Background: an optimization exercise with open tools, aiming at small area, a short achievable clock period and few clock cycles. Do not read the settings as production practice. Only simulation tests tie the RTL to the original design; equivalence was not proved. Power and IR drop assume default switching activity.

==> inputs of 01-11 <==
==> flow/design.v <==
package ram_pkg;
    localparam logic [15:0] CLR_VALUE = 16'h3C3C;
endpackage
module ram_dp_core (
    input  logic        clk_i,
    input  logic [15:0] row_n,
    input  logic [15:0] col0_n,
    input  logic [15:0] col1_n,
    input  logic [15:0] wd_n_i,
    input  logic [15:0] rlo_n,
    input  logic [15:0] rhi_i,
    output logic [15:0] rd_n_o
);
    logic [15:0] mem_n_q [256];
    for (genvar w = 0; w < 256; w++) begin : g_word
        always_ff @(posedge clk_i) begin
            if (!(row_n[w % 16] | col0_n[w / 16])) mem_n_q[w][7:0]  <= wd_n_i[7:0];
            if (!(row_n[w % 16] | col1_n[w / 16])) mem_n_q[w][15:8] <= wd_n_i[15:8];
        end
    end
    logic [15:0] grp [16];
    for (genvar g = 0; g < 16; g++) begin : g_grp
        for (genvar b = 0; b < 16; b++) begin : g_bit
            logic [15:0] col;
            for (genvar r = 0; r < 16; r++) begin : g_col
                assign col[r] = mem_n_q[16*g + r][b];
            end
            ram_sel16n u_lo (.d_n_i(col), .s_n_i(rlo_n), .y_o(grp[g][b]));
        end
    end
    for (genvar b = 0; b < 16; b++) begin : g_out
        logic [15:0] col;
        for (genvar g = 0; g < 16; g++) begin : g_col
            assign col[g] = grp[g][b];
        end
        ram_sel16p u_hi (.d_i(col), .s_i(rhi_i), .y_n_o(rd_n_o[b]));
    end
endmodule
module ram_sel16n (
    input  logic [15:0] d_n_i,
    input  logic [15:0] s_n_i,
    output logic        y_o
);
    logic [7:0] hit;
    logic [3:0] hit2_n;
    for (genvar k = 0; k < 8; k++) begin : g_pair
        ram_oai22 u_pair (
            .a1 (d_n_i[2*k]),   .a2 (s_n_i[2*k]),
            .b1 (d_n_i[2*k+1]), .b2 (s_n_i[2*k+1]),
            .y  (hit[k])
        );
    end
    for (genvar k = 0; k < 4; k++) begin : g_or
        ram_nor2 u_or (.a(hit[2*k]), .b(hit[2*k+1]), .y(hit2_n[k]));
    end
    ram_nand4 u_out (.a(hit2_n[0]), .b(hit2_n[1]), .c(hit2_n[2]), .d(hit2_n[3]), .y(y_o));
endmodule
module ram_sel16p (
    input  logic [15:0] d_i,
    input  logic [15:0] s_i,
    output logic        y_n_o
);
    logic [7:0] hit_n;
    logic [1:0] hit4;
    for (genvar k = 0; k < 8; k++) begin : g_pair
        ram_aoi22 u_pair (
            .a1 (d_i[2*k]),   .a2 (s_i[2*k]),
            .b1 (d_i[2*k+1]), .b2 (s_i[2*k+1]),
            .y  (hit_n[k])
        );
    end
    for (genvar k = 0; k < 2; k++) begin : g_or
        ram_nand4 u_or (.a(hit_n[4*k]), .b(hit_n[4*k+1]), .c(hit_n[4*k+2]), .d(hit_n[4*k+3]),
                        .y(hit4[k]));
    end
    ram_nor2 u_out (.a(hit4[0]), .b(hit4[1]), .y(y_n_o));
endmodule
module ram_oai22 (
    input  logic a1,
    input  logic a2,
    input  logic b1,
    input  logic b2,
    output logic y
);
    assign y = ~((a1 | a2) & (b1 | b2));
endmodule
module ram_aoi22 (
    input  logic a1,
    input  logic a2,
    input  logic b1,
    input  logic b2,
    output logic y
);
    assign y = ~((a1 & a2) | (b1 & b2));
endmodule
module ram_nor2 (
    input  logic a,
    input  logic b,
    output logic y
);
    assign y = ~(a | b);
endmodule
module ram_nand4 (
    input  logic a,
    input  logic b,
    input  logic c,
    input  logic d,
    output logic y
);
    assign y = ~(a & b & c & d);
endmodule
module ram_dp_param_clr (
    input  logic        RWCLK,
    input  logic        RESET,
    input  logic        CLEAR,
    output logic        BUSY,
    input  logic        WEN,
    input  logic [1:0]  WBE,
    input  logic [7:0]  WADDR,
    input  logic [15:0] WD,
    input  logic        REN,
    input  logic [7:0]  RADDR,
    output logic [15:0] RD,
    output logic        RVALID
);
    logic [15:0] row_n_q, col0_n_q, col1_n_q;
    logic        clr_q;
    logic [15:0] wd_q;
    logic [15:0] rlo_n_q, rhi_q;
    logic        ren_q;
    logic [1:0]  byp_q;
    logic [15:0] rd_q;
    logic        rv_q;
    logic [15:0] core_wd_n, core_rd_n;
    logic        wsame;
    assign wsame = WEN & (WADDR == RADDR);
    always_ff @(posedge RWCLK or negedge RESET) begin
        if (!RESET) begin
            row_n_q  <= '0;
            col0_n_q <= '0;
            col1_n_q <= '0;
            clr_q    <= 1'b1;
            ren_q    <= 1'b0;
            rv_q     <= 1'b0;
        end else begin
            clr_q <= CLEAR;
            for (int k = 0; k < 16; k++) begin
                row_n_q[k]  <= ~(CLEAR | (WEN & (WADDR[3:0] == 4'(k))));
                col0_n_q[k] <= ~(CLEAR | (WBE[0] & (WADDR[7:4] == 4'(k))));
                col1_n_q[k] <= ~(CLEAR | (WBE[1] & (WADDR[7:4] == 4'(k))));
            end
            ren_q <= REN;
            rv_q  <= ren_q;
        end
    end
    always_ff @(posedge RWCLK) begin
        wd_q  <= WD;
        byp_q <= {wsame & WBE[1], wsame & WBE[0]};
        for (int k = 0; k < 16; k++) begin
            rlo_n_q[k] <= (RADDR[3:0] != 4'(k));
            rhi_q[k]   <= (RADDR[7:4] == 4'(k));
        end
        for (int i = 0; i < 2; i++) begin
            rd_q[8*i +: 8] <= byp_q[i] ? wd_q[8*i +: 8] : ~core_rd_n[8*i +: 8];
        end
    end
    assign core_wd_n = ~(clr_q ? ram_pkg::CLR_VALUE : wd_q);
    ram_dp_core u_core (
        .clk_i  (RWCLK),
        .row_n  (row_n_q),
        .col0_n (col0_n_q),
        .col1_n (col1_n_q),
        .wd_n_i (core_wd_n),
        .rlo_n  (rlo_n_q),
        .rhi_i  (rhi_q),
        .rd_n_o (core_rd_n)
    );
    assign BUSY   = 1'b0;
    assign RD     = rd_q;
    assign RVALID = rv_q;
endmodule
module ram_top (
    input  logic        RWCLK,
    input  logic        RESET,
    input  logic        CLEAR,
    output logic        BUSY,
    input  logic        WEN,
    input  logic [1:0]  WBE,
    input  logic [7:0]  WADDR,
    input  logic [15:0] WD,
    input  logic        REN,
    input  logic [7:0]  RADDR,
    output logic [15:0] RD,
    output logic        RVALID
);
    ram_dp_param_clr u_ram (
        .RWCLK  (RWCLK),
        .RESET  (RESET),
        .CLEAR  (CLEAR),
        .BUSY   (BUSY),
        .WEN    (WEN),
        .WBE    (WBE),
        .WADDR  (WADDR),
        .WD     (WD),
        .REN    (REN),
        .RADDR  (RADDR),
        .RD     (RD),
        .RVALID (RVALID)
    );
endmodule
==> flow/run.sh <==
#!/bin/bash
# synth_recipe.tcl (not shown) runs the flow's synth.tcl, then flattens the netlist and writes it again
# the make line also repeats each setting of config.mk as NAME=value (left out here)
make -C /OpenROAD-flow-scripts/flow DESIGN_CONFIG=/design/flow/config.mk WORK_HOME=/design/flow/orfs CLKGATE_MAP_FILE= SYNTH_SCRIPT=/design/flow/synth_recipe.tcl finish
==> flow/config.mk <==
export PLATFORM = sky130hd
export DESIGN_NAME = ram_top
export DESIGN_NICKNAME = ram_top
export VERILOG_FILES = /design/flow/design.v
export SDC_FILE = /design/flow/constraint.sdc
export NUM_CORES = 4
export LEC_CHECK = 0
export CAP_MARGIN = 20
export CORE_MARGIN = 2
export CORE_UTILIZATION = 60
export CTS_BUF_LIST = sky130_fd_sc_hd__clkbuf_8 sky130_fd_sc_hd__clkbuf_16
export CTS_CLUSTER_DIAMETER = 60
export CTS_CLUSTER_SIZE = 24
export SETUP_SLACK_MARGIN = 1.4
export SLEW_MARGIN = 20
export SYNTH_HIERARCHICAL = 1
export SYNTH_MINIMUM_KEEP_SIZE = 0
==> flow/constraint.sdc <==
create_clock -name core_clock -period 4.0 [get_ports {RWCLK}]
set_input_delay 0.8000 -clock core_clock [delete_from_list [all_inputs] [get_ports {RWCLK}]]
set_output_delay 0.8000 -clock core_clock [all_outputs]
set_load 0.01 [all_outputs]
==> 03-13 (differences from 01-11) <==
==> flow/design.v, changed modules only <==
module ram_dp_core (
    input  logic        clk_i,
    input  logic [15:0] row_n,
    input  logic [15:0] col0_n,
    input  logic [15:0] col1_n,
    input  logic [15:0] wd_n_i,
    input  logic [15:0] rlo_n,
    input  logic [15:0] rhi_i,
    output logic [15:0] rd_n_o
);
    logic [15:0] mem_n_q [256];
    for (genvar w = 0; w < 256; w++) begin : g_word
        always_ff @(posedge clk_i) begin
            if (!(row_n[w % 16] | col0_n[w / 16])) mem_n_q[w][7:0]  <= wd_n_i[7:0];
            if (!(row_n[w % 16] | col1_n[w / 16])) mem_n_q[w][15:8] <= wd_n_i[15:8];
        end
    end
    logic [15:0] grp [16];
    logic [15:0] grp_q [16];
    for (genvar g = 0; g < 16; g++) begin : g_grp
        for (genvar b = 0; b < 16; b++) begin : g_bit
            logic [15:0] col;
            for (genvar r = 0; r < 16; r++) begin : g_col
                assign col[r] = mem_n_q[16*g + r][b];
            end
            ram_sel16n u_lo (.d_n_i(col), .s_n_i(rlo_n), .y_o(grp[g][b]));
        end
    end
    always_ff @(posedge clk_i) begin
        for (int g = 0; g < 16; g++) grp_q[g] <= grp[g];
    end
    for (genvar b = 0; b < 16; b++) begin : g_out
        logic [15:0] col;
        for (genvar g = 0; g < 16; g++) begin : g_col
            assign col[g] = grp_q[g][b];
        end
        ram_sel16p u_hi (.d_i(col), .s_i(rhi_i), .y_n_o(rd_n_o[b]));
    end
endmodule
module ram_dp_param_clr (
    input  logic        RWCLK,
    input  logic        RESET,
    input  logic        CLEAR,
    output logic        BUSY,
    input  logic        WEN,
    input  logic [1:0]  WBE,
    input  logic [7:0]  WADDR,
    input  logic [15:0] WD,
    input  logic        REN,
    input  logic [7:0]  RADDR,
    output logic [15:0] RD,
    output logic        RVALID
);
    logic [15:0] row_n_q, col0_n_q, col1_n_q;
    logic [15:0] wd_q, wd_n_q;
    logic [15:0] rlo_n_q, rhi_q;
    logic        ren_q, ren2_q;
    logic [1:0]  byp2_q;
    logic [15:0] rhi2_q, wd2_q;
    logic [15:0] rd_q;
    logic        rv_q;
    logic        wen_q;
    logic [1:0]  wbe_q;
    logic [7:0]  waddr_q, raddr_q;
    logic [15:0] core_rd_n;
    logic        wsame;
    assign wsame = wen_q & (waddr_q == raddr_q);
    always_ff @(posedge RWCLK or negedge RESET) begin
        if (!RESET) begin
            row_n_q  <= '0;
            col0_n_q <= '0;
            col1_n_q <= '0;
            wd_n_q   <= ~ram_pkg::CLR_VALUE;
            ren_q    <= 1'b0;
            ren2_q   <= 1'b0;
            rv_q     <= 1'b0;
        end else begin
            wd_n_q <= ~(CLEAR ? ram_pkg::CLR_VALUE : WD);
            for (int k = 0; k < 16; k++) begin
                row_n_q[k]  <= ~(CLEAR | (WEN & (WADDR[3:0] == 4'(k))));
                col0_n_q[k] <= ~(CLEAR | (WBE[0] & (WADDR[7:4] == 4'(k))));
                col1_n_q[k] <= ~(CLEAR | (WBE[1] & (WADDR[7:4] == 4'(k))));
            end
            ren_q  <= REN;
            ren2_q <= ren_q;
            rv_q   <= ren2_q;
        end
    end
    always_ff @(posedge RWCLK) begin
        wd_q   <= WD;
        wen_q   <= WEN;
        wbe_q   <= WBE;
        waddr_q <= WADDR;
        raddr_q <= RADDR;
        for (int k = 0; k < 16; k++) begin
            rlo_n_q[k] <= (RADDR[3:0] != 4'(k));
            rhi_q[k]   <= (RADDR[7:4] == 4'(k));
        end
        byp2_q <= {wsame & wbe_q[1], wsame & wbe_q[0]};
        wd2_q  <= wd_q;
        rhi2_q <= rhi_q;
        for (int i = 0; i < 2; i++) begin
            rd_q[8*i +: 8] <= byp2_q[i] ? wd2_q[8*i +: 8] : ~core_rd_n[8*i +: 8];
        end
    end
    ram_dp_core u_core (
        .clk_i  (RWCLK),
        .row_n  (row_n_q),
        .col0_n (col0_n_q),
        .col1_n (col1_n_q),
        .wd_n_i (wd_n_q),
        .rlo_n  (rlo_n_q),
        .rhi_i  (rhi2_q),
        .rd_n_o (core_rd_n)
    );
    assign BUSY   = 1'b0;
    assign RD     = rd_q;
    assign RVALID = rv_q;
endmodule
==> flow/flow/run.sh (new file) <==
#!/bin/bash
# Layout: the standard flow (standard.sh, unchanged synthesis), with
# two resizer options changed:
#  - port buffers are buf_4 instead of the flow's default choice (a slow
#    delay buffer), so input and output paths are not slowed by them;
#  - repair_timing may swap a cell for one of another footprint.
# The make output goes to standard.log; ORFS's own per-step logs stay under
# orfs/logs/.
set -euo pipefail
bash standard.sh MATCH_CELL_FOOTPRINT=0 \
    "BUFFER_PORTS_ARGS=-buffer_cell sky130_fd_sc_hd__buf_4" \
    finish > standard.log 2>&1
==> flow/standard.sh (new file) <==
#!/bin/bash
# synth_recipe.tcl (not shown) runs the flow's synth.tcl, then flattens the netlist and writes it again
# the make line also repeats each setting of config.mk as NAME=value (left out here)
make -C /OpenROAD-flow-scripts/flow DESIGN_CONFIG=/design/flow/config.mk WORK_HOME=/design/flow/orfs CLKGATE_MAP_FILE= SYNTH_SCRIPT=/design/flow/synth_recipe.tcl "${@:-finish}"
CORE_UTILIZATION = 75   (was 60)
CTS_BUF_LIST = sky130_fd_sc_hd__clkbuf_16   (was sky130_fd_sc_hd__clkbuf_8 sky130_fd_sc_hd__clkbuf_16)
CTS_CLUSTER_DIAMETER = 70   (was 60)
CTS_CLUSTER_SIZE = 28   (was 24)
SETUP_SLACK_MARGIN = 1.9   (was 1.4)
removed: flow/run.sh
==> qor summary <==
metric	01-11	03-13
M1 GR Usage	53.3%	57.5%
WP buf/inv	4	1
Hold slack	284 ps	56.7 ps
Final core utilization	68.4%	81.6%
Biggest cell delay along the critical path	470 ps	440 ps
Slew HR	22.0%	9.94%
Minimum clock period after layout	2890 ps	2280 ps
Initial antenna violation count	30	14
Vias in the first global route	82980	84126
Routed wire length on met3	58800 um	63500 um
Power in the clock group	27.0 mW	23.6 mW
Gate count after technology mapping	8543	8858
Total half-perimeter wirelength after legalization and detailed placement	252000 um	246000 um
Combinational share of power	6.5%	5.3%
Total Nets Final	9246	9255
Combinational group power	5.60 mW	4.56 mW
Worst Setup EP	u_ram.rd_q[14]	RVALID
Share of synthesized area spent on multiplexers	0.0869%	0%
# clk buffers	238	206
Total stage count of the critical path	11	1
Via density per instance	7.09	7.44
Outcome	finished clean	finished clean
Portion of total power attributed to sequential cells	62.1%	67.3%
Drt first pass iters	6	7
Wire length of the first global-routing pass	641000 um	585000 um
HP Start	CLEAR	WD[3]
Inverters	15	2
Testbench counts of 01-11, summed over its fixed seeds: cycles 33,366.
Testbench counts of 03-13, summed over its fixed seeds: cycles 33,374.


==> inputs of build 36 <==
RTL: one of the versions met above, not the one the previous note started from.
==> module ram_dp_param_clr, before the edit <==
module ram_dp_param_clr (
    input  logic        RWCLK,
    input  logic        RESET,
    input  logic        CLEAR,
    output logic        BUSY,
    input  logic        WEN,
    input  logic [1:0]  WBE,
    input  logic [7:0]  WADDR,
    input  logic [15:0] WD,
    input  logic        REN,
    input  logic [7:0]  RADDR,
    output logic [15:0] RD,
    output logic        RVALID
);
    logic [15:0] row_n_q, col0_n_q, col1_n_q;
    logic [15:0] wd_q, wd_n_q;
    logic [15:0] rlo_n_q, rhi_q;
    logic        ren_q, ren2_q;
    logic [1:0]  byp2_q;
    logic [15:0] rhi2_q, wd2_q;
    logic [15:0] rd_q;
    logic        rv_q;
    logic        wen_q;
    logic [1:0]  wbe_q;
    logic [7:0]  waddr_q, raddr_q;
    logic [15:0] core_rd_n;
    logic        wsame;
    assign wsame = wen_q & (waddr_q == raddr_q);
    always_ff @(posedge RWCLK or negedge RESET) begin
        if (!RESET) begin
            row_n_q  <= '0;
            col0_n_q <= '0;
            col1_n_q <= '0;
            wd_n_q   <= ~ram_pkg::CLR_VALUE;
            ren_q    <= 1'b0;
            ren2_q   <= 1'b0;
            rv_q     <= 1'b0;
        end else begin
            wd_n_q <= ~(CLEAR ? ram_pkg::CLR_VALUE : WD);
            for (int k = 0; k < 16; k++) begin
                row_n_q[k]  <= ~(CLEAR | (WEN & (WADDR[3:0] == 4'(k))));
                col0_n_q[k] <= ~(CLEAR | (WBE[0] & (WADDR[7:4] == 4'(k))));
                col1_n_q[k] <= ~(CLEAR | (WBE[1] & (WADDR[7:4] == 4'(k))));
            end
            ren_q  <= REN;
            ren2_q <= ren_q;
            rv_q   <= ren2_q;
        end
    end
    always_ff @(posedge RWCLK) begin
        wd_q   <= WD;
        wen_q   <= WEN;
        wbe_q   <= WBE;
        waddr_q <= WADDR;
        raddr_q <= RADDR;
        for (int k = 0; k < 16; k++) begin
            rlo_n_q[k] <= (RADDR[3:0] != 4'(k));
            rhi_q[k]   <= (RADDR[7:4] == 4'(k));
        end
        byp2_q <= {wsame & wbe_q[1], wsame & wbe_q[0]};
        wd2_q  <= wd_q;
        rhi2_q <= rhi_q;
        for (int i = 0; i < 2; i++) begin
            rd_q[8*i +: 8] <= byp2_q[i] ? wd2_q[8*i +: 8] : ~core_rd_n[8*i +: 8];
        end
    end
    ram_dp_core u_core (
        .clk_i  (RWCLK),
        .row_n  (row_n_q),
        .col0_n (col0_n_q),
        .col1_n (col1_n_q),
        .wd_n_i (wd_n_q),
        .rlo_n  (rlo_n_q),
        .rhi_i  (rhi2_q),
        .rd_n_o (core_rd_n)
    );
    assign BUSY   = 1'b0;
    assign RD     = rd_q;
    assign RVALID = rv_q;
endmodule
==> flow/config.mk <==
export PLATFORM = sky130hd
export DESIGN_NAME = ram_top
export DESIGN_NICKNAME = ram_top
export VERILOG_FILES = /design/flow/design.v
export SDC_FILE = /design/flow/constraint.sdc
export NUM_CORES = 4
export LEC_CHECK = 0
export CAP_MARGIN = 20
export CORE_MARGIN = 2
export CORE_UTILIZATION = 70
export CTS_BUF_LIST = sky130_fd_sc_hd__clkbuf_8 sky130_fd_sc_hd__clkbuf_16
export CTS_CLUSTER_DIAMETER = 60
export CTS_CLUSTER_SIZE = 24
export SETUP_SLACK_MARGIN = 1.9
export SLEW_MARGIN = 20
export SYNTH_HIERARCHICAL = 1
export SYNTH_MINIMUM_KEEP_SIZE = 0
==> flow/constraint.sdc <==
create_clock -name core_clock -period 4.0 [get_ports {RWCLK}]
set_input_delay 0.8000 -clock core_clock [delete_from_list [all_inputs] [get_ports {RWCLK}]]
set_output_delay 0.8000 -clock core_clock [all_outputs]
set_load 0.01 [all_outputs]
standard.sh (not shown) runs the stock make flow with config.mk's settings and CLKGATE_MAP_FILE= SYNTH_SCRIPT=/design/flow/synth_recipe.tcl, a recipe that flattens the netlist after the stock synthesis.
==> flow/flow/run.sh <==
#!/bin/bash
# Layout: the standard flow (standard.sh, unchanged synthesis), with
# two resizer options changed:
#  - port buffers are buf_4 instead of the flow's default choice (a slow
#    delay buffer), so input and output paths are not slowed by them;
#  - repair_timing may swap a cell for one of another footprint.
# The make output goes to standard.log; ORFS's own per-step logs stay under
# orfs/logs/.
set -euo pipefail
bash standard.sh MATCH_CELL_FOOTPRINT=0 \
    "BUFFER_PORTS_ARGS=-buffer_cell sky130_fd_sc_hd__buf_4" \
    finish > standard.log 2>&1
==> trial 74: changes against build 36 <==
==> flow/design.v (replaced) <==
package ram_pkg;
    localparam logic [15:0] CLR_VALUE = 16'h3C3C;
endpackage
module ram_dp_core (
    input  logic        clk_i,
    input  logic [15:0] row_n,
    input  logic [15:0] col0_n,
    input  logic [15:0] col1_n,
    input  logic [15:0] wd_n_i,
    input  logic [15:0] rlo_n,
    input  logic [15:0] rhi_n,
    output logic [15:0] rd_n_o
);
    logic [15:0] mem_n_q [256];
    for (genvar w = 0; w < 256; w++) begin : g_word
        always_ff @(posedge clk_i) begin
            if (!(row_n[w % 16] | col0_n[w / 16])) mem_n_q[w][7:0]  <= wd_n_i[7:0];
            if (!(row_n[w % 16] | col1_n[w / 16])) mem_n_q[w][15:8] <= wd_n_i[15:8];
        end
    end
    logic [15:0] grp_n [16];
    for (genvar g = 0; g < 16; g++) begin : g_grp
        for (genvar b = 0; b < 16; b++) begin : g_bit
            logic [15:0] col;
            for (genvar r = 0; r < 16; r++) begin : g_col
                assign col[r] = mem_n_q[16*g + r][b];
            end
            ram_sel16 u_lo (.d_n_i(col), .s_n_i(rlo_n), .y_n_o(grp_n[g][b]));
        end
    end
    for (genvar b = 0; b < 16; b++) begin : g_out
        logic [15:0] col;
        for (genvar g = 0; g < 16; g++) begin : g_col
            assign col[g] = grp_n[g][b];
        end
        ram_sel16 u_hi (.d_n_i(col), .s_n_i(rhi_n), .y_n_o(rd_n_o[b]));
    end
endmodule
module ram_sel16 (
    input  logic [15:0] d_n_i,
    input  logic [15:0] s_n_i,
    output logic        y_n_o
);
    logic [7:0] hit;
    for (genvar k = 0; k < 8; k++) begin : g_pair
        ram_oai22 u_pair (
            .a1 (d_n_i[2*k]),   .a2 (s_n_i[2*k]),
            .b1 (d_n_i[2*k+1]), .b2 (s_n_i[2*k+1]),
            .y  (hit[k])
        );
    end
    assign y_n_o = ~|hit;
endmodule
module ram_oai22 (
    input  logic a1,
    input  logic a2,
    input  logic b1,
    input  logic b2,
    output logic y
);
    assign y = ~((a1 | a2) & (b1 | b2));
endmodule
module ram_dp_param_clr (
    input  logic        RWCLK,
    input  logic        RESET,
    input  logic        CLEAR,
    output logic        BUSY,
    input  logic        WEN,
    input  logic [1:0]  WBE,
    input  logic [7:0]  WADDR,
    input  logic [15:0] WD,
    input  logic        REN,
    input  logic [7:0]  RADDR,
    output logic [15:0] RD,
    output logic        RVALID
);
    logic [15:0] row_n_q, col0_n_q, col1_n_q;
    logic        clr_q;
    logic [15:0] wd_q;
    logic [15:0] rlo_n_q, rhi_n_q;
    logic        ren_q;
    logic [1:0]  byp_q;
    logic [15:0] rd_q;
    logic        rv_q;
    logic [15:0] core_wd_n, core_rd_n;
    logic        wsame;
    assign wsame = WEN & (WADDR == RADDR);
    always_ff @(posedge RWCLK or negedge RESET) begin
        if (!RESET) begin
            row_n_q  <= '0;
            col0_n_q <= '0;
            col1_n_q <= '0;
            clr_q    <= 1'b1;
            ren_q    <= 1'b0;
            rv_q     <= 1'b0;
        end else begin
            clr_q <= CLEAR;
            for (int k = 0; k < 16; k++) begin
                row_n_q[k]  <= ~(CLEAR | (WEN & (WADDR[3:0] == 4'(k))));
                col0_n_q[k] <= ~(CLEAR | (WBE[0] & (WADDR[7:4] == 4'(k))));
                col1_n_q[k] <= ~(CLEAR | (WBE[1] & (WADDR[7:4] == 4'(k))));
            end
            ren_q <= REN;
            rv_q  <= ren_q;
        end
    end
    always_ff @(posedge RWCLK) begin
        wd_q  <= WD;
        byp_q <= {wsame & WBE[1], wsame & WBE[0]};
        for (int k = 0; k < 16; k++) begin
            rlo_n_q[k] <= (RADDR[3:0] != 4'(k));
            rhi_n_q[k] <= (RADDR[7:4] != 4'(k));
        end
        for (int i = 0; i < 2; i++) begin
            rd_q[8*i +: 8] <= byp_q[i] ? wd_q[8*i +: 8] : ~core_rd_n[8*i +: 8];
        end
    end
    assign core_wd_n = ~(clr_q ? ram_pkg::CLR_VALUE : wd_q);
    ram_dp_core u_core (
        .clk_i  (RWCLK),
        .row_n  (row_n_q),
        .col0_n (col0_n_q),
        .col1_n (col1_n_q),
        .wd_n_i (core_wd_n),
        .rlo_n  (rlo_n_q),
        .rhi_n  (rhi_n_q),
        .rd_n_o (core_rd_n)
    );
    assign BUSY   = 1'b0;
    assign RD     = rd_q;
    assign RVALID = rv_q;
endmodule
module ram_top (
    input  logic        RWCLK,
    input  logic        RESET,
    input  logic        CLEAR,
    output logic        BUSY,
    input  logic        WEN,
    input  logic [1:0]  WBE,
    input  logic [7:0]  WADDR,
    input  logic [15:0] WD,
    input  logic        REN,
    input  logic [7:0]  RADDR,
    output logic [15:0] RD,
    output logic        RVALID
);
    ram_dp_param_clr u_ram (
        .RWCLK  (RWCLK),
        .RESET  (RESET),
        .CLEAR  (CLEAR),
        .BUSY   (BUSY),
        .WEN    (WEN),
        .WBE    (WBE),
        .WADDR  (WADDR),
        .WD     (WD),
        .REN    (REN),
        .RADDR  (RADDR),
        .RD     (RD),
        .RVALID (RVALID)
    );
endmodule
==> flow/run.sh (new file) <==
#!/bin/bash
# synth_recipe.tcl (not shown) runs the flow's synth.tcl, then flattens the netlist and writes it again
# the make line also repeats each setting of config.mk as NAME=value (left out here)
make -C /OpenROAD-flow-scripts/flow DESIGN_CONFIG=/design/flow/config.mk WORK_HOME=/design/flow/orfs CLKGATE_MAP_FILE= SYNTH_SCRIPT=/design/flow/synth_recipe.tcl finish
==> flow/config.mk (replaced) <==
export PLATFORM = sky130hd
export DESIGN_NAME = ram_top
export DESIGN_NICKNAME = ram_top
export VERILOG_FILES = /design/flow/design.v
export SDC_FILE = /design/flow/constraint.sdc
export NUM_CORES = 4
export LEC_CHECK = 0
export CAP_MARGIN = 20
export CORE_MARGIN = 2
export CORE_UTILIZATION = 60
export CTS_BUF_LIST = sky130_fd_sc_hd__clkbuf_8
export SETUP_SLACK_MARGIN = 1.2
export SLEW_MARGIN = 20
export SYNTH_HIERARCHICAL = 1
export SYNTH_MINIMUM_KEEP_SIZE = 0
removed: flow/flow/run.sh
removed: flow/standard.sh
==> trial 13: changes against build 36 <==
--- a/flow/design.v
+++ b/flow/design.v
@@ -124,50 +124,51 @@
     input  logic [15:0] WD,
     input  logic        REN,
     input  logic [7:0]  RADDR,
     output logic [15:0] RD,
     output logic        RVALID
 );
     logic [15:0] row_n_q, col0_n_q, col1_n_q;
-    logic [15:0] wd_q, wd_n_q;
+    logic        clr_q;
+    logic [15:0] wd_q;
     logic [15:0] rlo_n_q, rhi_q;
     logic        ren_q, ren2_q;
     logic [1:0]  byp2_q;
     logic [15:0] rhi2_q, wd2_q;
     logic [15:0] rd_q;
     logic        rv_q;
     logic        wen_q;
     logic [1:0]  wbe_q;
     logic [7:0]  waddr_q, raddr_q;
-    logic [15:0] core_rd_n;
+    logic [15:0] core_wd_n, core_rd_n;
     logic        wsame;
     assign wsame = wen_q & (waddr_q == raddr_q);
     always_ff @(posedge RWCLK or negedge RESET) begin
         if (!RESET) begin
             row_n_q  <= '0;
             col0_n_q <= '0;
             col1_n_q <= '0;
-            wd_n_q   <= ~ram_pkg::CLR_VALUE;
+            clr_q    <= 1'b1;
             ren_q    <= 1'b0;
             ren2_q   <= 1'b0;
             rv_q     <= 1'b0;
         end else begin
-            wd_n_q <= ~(CLEAR ? ram_pkg::CLR_VALUE : WD);
+            clr_q <= CLEAR;
             for (int k = 0; k < 16; k++) begin
                 row_n_q[k]  <= ~(CLEAR | (WEN & (WADDR[3:0] == 4'(k))));
                 col0_n_q[k] <= ~(CLEAR | (WBE[0] & (WADDR[7:4] == 4'(k))));
                 col1_n_q[k] <= ~(CLEAR | (WBE[1] & (WADDR[7:4] == 4'(k))));
             end
             ren_q  <= REN;
             ren2_q <= ren_q;
             rv_q   <= ren2_q;
         end
     end
     always_ff @(posedge RWCLK) begin
-        wd_q   <= WD;
+        wd_q  <= WD;
         wen_q   <= WEN;
         wbe_q   <= WBE;
         waddr_q <= WADDR;
         raddr_q <= RADDR;
         for (int k = 0; k < 16; k++) begin
             rlo_n_q[k] <= (RADDR[3:0] != 4'(k));
             rhi_q[k]   <= (RADDR[7:4] == 4'(k));
@@ -175,20 +176,21 @@
         byp2_q <= {wsame & wbe_q[1], wsame & wbe_q[0]};
         wd2_q  <= wd_q;
         rhi2_q <= rhi_q;
         for (int i = 0; i < 2; i++) begin
             rd_q[8*i +: 8] <= byp2_q[i] ? wd2_q[8*i +: 8] : ~core_rd_n[8*i +: 8];
         end
     end
+    assign core_wd_n = ~(clr_q ? ram_pkg::CLR_VALUE : wd_q);
     ram_dp_core u_core (
         .clk_i  (RWCLK),
         .row_n  (row_n_q),
         .col0_n (col0_n_q),
         .col1_n (col1_n_q),
-        .wd_n_i (wd_n_q),
+        .wd_n_i (core_wd_n),
         .rlo_n  (rlo_n_q),
         .rhi_i  (rhi2_q),
         .rd_n_o (core_rd_n)
     );
     assign BUSY   = 1'b0;
     assign RD     = rd_q;
     assign RVALID = rv_q;
==> flow/run.sh (new file) <==
#!/bin/bash
# synth_recipe.tcl (not shown) runs the flow's synth.tcl, then flattens the netlist and writes it again
# the make line also repeats each setting of config.mk as NAME=value (left out here)
make -C /OpenROAD-flow-scripts/flow DESIGN_CONFIG=/design/flow/config.mk WORK_HOME=/design/flow/orfs CLKGATE_MAP_FILE= SYNTH_SCRIPT=/design/flow/synth_recipe.tcl finish
==> flow/config.mk (replaced) <==
export PLATFORM = sky130hd
export DESIGN_NAME = ram_top
export DESIGN_NICKNAME = ram_top
export VERILOG_FILES = /design/flow/design.v
export SDC_FILE = /design/flow/constraint.sdc
export NUM_CORES = 4
export LEC_CHECK = 0
export CAP_MARGIN = 20
export CORE_MARGIN = 2
export CORE_UTILIZATION = 60
export CTS_BUF_LIST = sky130_fd_sc_hd__clkbuf_8 sky130_fd_sc_hd__clkbuf_16
export CTS_CLUSTER_DIAMETER = 60
export CTS_CLUSTER_SIZE = 24
export SETUP_SLACK_MARGIN = 1.6
export SLEW_MARGIN = 20
export SYNTH_HIERARCHICAL = 1
export SYNTH_MINIMUM_KEEP_SIZE = 0
removed: flow/flow/run.sh
removed: flow/standard.sh
==> notes.md <==
- The run finished with no timing, DRC or antenna violations.
- The endpoint identified for the worst register-to-register timing path is u_ram.u_core.mem_n_q[177][10].
- The last element of the critical path is RD[1].
- The worst reg2reg path startpoint is u_ram.row_n_q[1].
- For this run, asynchronously set or reset flops after synthesis account for 1.477%.
- After Yosys synthesis, and, or, nand and nor cells account for 5.240% of the synthesized area.
- The number of DRC markers after the initial detailed-route iteration is 13,280.
[end of results for build 36]
==> notes.md <==
- The post-synthesis simple-gate area fraction is 5.246%.
- The flow ran to the end and the layout has no timing, DRC or antenna violations.
- Across all setup checks in the final design, the least slack found is 1.582 ns.
- The fraction of registers with async set or reset after synthesis is 1.150%.
- The post-synth net total is 8,882.
- The number of DRC markers after the initial detailed-route iteration is 11,130.
- The startpoint identified for the worst register-to-register timing path is u_ram.row_n_q[10].
- The last element of the critical path is u_ram.u_core.mem_n_q[154][2].
- The endpoint identified for the worst register-to-register timing path is u_ram.u_core.mem_n_q[154][2].
- The total count of hold-check failures in the final report is 0.
[end of results for trial 13]
==> notes.md <==
- The layout checks failed on max-capacitance violations, max-slew violations.
- The flow ran to the end, but the layout failed its checks.
- Across the run, the number of max-cap violations was 1.
- The fraction of registers with async set or reset after synthesis is 1.211%.
- The detailed router finished its first iteration with 15,150 violations.
- The number of slew-limit violations in the final report was 17.
- The reg-to-reg endpoint is u_ram.rd_q[10].
[end of results for trial 74]
Testbench counts of build 36, summed over its fixed seeds: cycles 33,374.
Testbench counts of trial 74, summed over its fixed seeds: cycles 33,366.
Testbench counts of trial 13, summed over its fixed seeds: cycles 33,374.

what the ideal ports hide:
No port has a modelled driver above. Below, the same layouts with a new extraction and two added sets of constraints.
Step 1: set_driving_cell puts a clkbuf_16 on RWCLK and a buf_2 on each other input, an assumption about the parent block.
Step 2 also shifts input and output timing later by t, the mid clock arrival at the registers, as if the neighbouring blocks saw the same clock.
Three values: ideal ports, drivers, drivers and shift; two values: the first two.
run | shift t [ns] | slack for setup (ns) | worst hold slack (ns) | worst setup path after step 2 | slew at the worst register clock pin (ns)
01-11 | 1.012 | 1.108 / 1.108 / 0.369 | 0.284 / 0.211 / 0.357 | input to register | 0.10 / 0.10
03-13 | 0.990 | 1.719 / 1.621 / 1.256 | 0.057 / -0.007 / 0.332 | input to register | 0.11 / 0.11
build 36 | 1.021 | 1.722 / 1.615 / 1.435 | 0.044 / -0.036 / 0.325 | input to register | 0.10 / 0.10
trial 74 | 1.221 | 0.967 / 0.967 / 0.909 | 0.098 / 0.032 / 0.331 | input to register | 0.07 / 0.07
trial 13 | 1.020 | 1.582 / 1.567 / 1.322 | 0.304 / 0.224 / 0.339 | input to register | 0.10 / 0.10
For 01-11, which loses most, drivers alone change the setup slack by 0.000 ns; drivers and shift together by -0.739 ns.
